From an optimization exercise on the open Yosys and OpenROAD flow, aimed at small area, a short achievable clock period and few clock cycles per item; shortcuts taken in it are not production practice. Function was checked by simulation only, so behaviour that the tests miss may differ from the original. No activity file was given, so power comes from the tool's default toggle rates.

Design token_bucket_shaper, start of the top module:
module token_bucket_shaper #(
  parameter int unsigned QUEUE_DEPTH = 16
) (
  input  logic                         clk,
  input  logic                         rst,
  input  logic                         cfg_wen,
  input  logic [tbs_pkg::TOKEN_W-1:0]  cfg_wdata,    
  input  logic                         s_tvalid,
  output logic                         s_tready,
  input  logic [47:0]                  s_tdata,      
  input  logic                         s_tuser,      
  output logic                         m_tvalid,
  input  logic                         m_tready,
  output logic [55:0]                  m_tdata,      
  output logic [3:0]                   m_tuser       
);
  localparam int unsigned IW = tbs_pkg::ID_W;
  localparam int unsigned TW = tbs_pkg::TOKEN_W;
  localparam int unsigned PW = $clog2(QUEUE_DEPTH);
  localparam int unsigned CW = $clog2(QUEUE_DEPTH + 1);
  function automatic logic [TW:0] sub_ks(input logic [TW-1:0] a, input logic [TW-1:0] b);
    logic [TW-1:0] g;
    logic [TW-1:0] p;
    logic [TW-1:0] x;
    x = a ^ ~b;
    g = a & ~b;
    p = x;
    g[0] = g[0] | p[0];
    for (int k = 1; k < TW; k = k * 2) begin
      for (int i = TW - 1; i >= k; i--) begin
        g[i] = g[i] | (p[i] & g[i-k]);
        p[i] = p[i] & p[i-k];
      end
    end
    sub_ks = {g[TW-1], x ^ {g[TW-2:0], 1'b1}};
  endfunction
  function automatic logic [2*TW+1:0] sub_cs(input logic [TW-1:0] a, input logic [TW-1:0] b);
    logic [TW-1:0] g;
    logic [TW-1:0] p;
    logic [TW-1:0] x;
    x = a ^ ~b;
    g = a & ~b;
    p = x;
    for (int k = 1; k < TW; k = k * 2) begin
  ...
For scale: ~940 flip-flops, about 130 I/O pins, roughly 38000 um2 of cells after synthesis.
clock: 5.5 ns
lec_check: 0
abc_area: 1
cap_margin: 20
core_margin: 2
core_utilization: 60
setup_slack_margin: 3.8
slew_margin: 20
run.sh (not shown) runs the stock make flow with config.mk's settings and CLKGATE_MAP_FILE= SYNTH_SCRIPT=/design/flow/synth_recipe.tcl, a recipe that flattens the netlist after the stock synthesis.
Testbench counts at the start, summed over its fixed seeds: cycles 16,080, items 16,000.
Rerun with:
--- a/flow/config.mk
+++ b/flow/config.mk
@@ -11,3 +11,3 @@
 export CORE_UTILIZATION = 60
-export SETUP_SLACK_MARGIN = 3.8
+export SETUP_SLACK_MARGIN = 3.5
 export SLEW_MARGIN = 20
Outcome: Core utilization fell by 1.3 points; setup slack gets better by 110 ps; hold slack gets worse by 6.5 ps; die area is unchanged; clock skew rose by 3.3 ps; clock-buffer cell count rose by 3; sequential power hardly moves; register-to-register slack gets better by 110 ps; routed wire length fell by 2.2%; synthesized area does not change.
Rerun with:
--- a/flow/config.mk
+++ b/flow/config.mk
@@ -11,3 +11,3 @@
 export CORE_UTILIZATION = 60
-export SETUP_SLACK_MARGIN = 3.5
+export SETUP_SLACK_MARGIN = 4.5
 export SLEW_MARGIN = 20
Outcome: Core utilization rises by 11 points. Worst setup slack degrades by 390 ps. Non-clock buffer count climbs by 299. Via count goes up by 21%.
Rerun with:
--- a/flow/config.mk
+++ b/flow/config.mk
@@ -10,4 +10,4 @@
 export CORE_MARGIN = 2
-export CORE_UTILIZATION = 60
-export SETUP_SLACK_MARGIN = 4.5
+export CORE_UTILIZATION = 70
+export SETUP_SLACK_MARGIN = 3.5
 export SLEW_MARGIN = 20
Maximum frequency goes up by 11%.
Synthesized cell count stays the same.
Utilization goes up by 0.59 points.
Combinational power goes down by 23%.
Global-route usage goes down by 4.1 points.
Total power goes down by 7.2%.

* * *

token_bucket_shaper, a different RTL version from the one above (not shown whole).
Size: roughly 3200 cells after synthesis, roughly 40000 um^2 of cells after synthesis.
make LEC_CHECK=0 ABC_AREA=1 CAP_MARGIN=20 CORE_MARGIN=2 CORE_UTILIZATION=70 SETUP_SLACK_MARGIN=3.0 SLEW_MARGIN=20 finish   # period 5.5 ns
Testbench counts at the start, summed over its fixed seeds: cycles 16,080, items 16,000.
Change:
CORE_UTILIZATION = 60   (was 70)
CTS_CLUSTER_DIAMETER = 100   (was unset)
CTS_CLUSTER_SIZE = 30   (was unset)
SETUP_SLACK_MARGIN = 3.5   (was 3.0)
=> Core utilization shrinks by 12 points; combinational power grows by roughly a tenth; sequential cell count is unchanged.

==> what the ideal ports hide <==
No port has a modelled driver above. Below, the same layouts with a new extraction and two added sets of constraints.
Step 1 sets driving cells, clkbuf_16 on the clock port and buf_2 on the other inputs (assumed; they add their load-dependent delay and slew).
Step 2 times the ports against the registers' clock, not the clock port: input delays grow and output delays shrink by t, the midpoint of the rising clock arrivals with the driver on.
Three values: no drivers, after step 1, after step 2; two values: the first two.
| run | t, ns | setup WS [ns] | worst setup path at the end |
|---|---|---|---|
| the first run of note 1 | 0.724 | 2.701 / 2.668 / 2.668 | input to output |
| the second run of note 1 | 0.721 | 2.815 / 2.777 / 2.701 | input to register |
| the third run of note 1 | 0.766 | 2.421 / 2.421 / 2.392 | input to register |
| the fourth run of note 1 | 0.716 | 2.724 / 2.723 / 2.381 | input to register |
| the first run of note 2 | 0.710 | 2.619 / 2.619 / 2.252 | input to register |
| the second run of note 2 | 0.689 | 2.744 / 2.744 / 2.655 | input to register |
After both steps setup and hold are still met in every run listed. For the first run of note 2, which loses most, drivers alone change the setup slack by 0.000 ns; drivers and shift together by -0.367 ns.
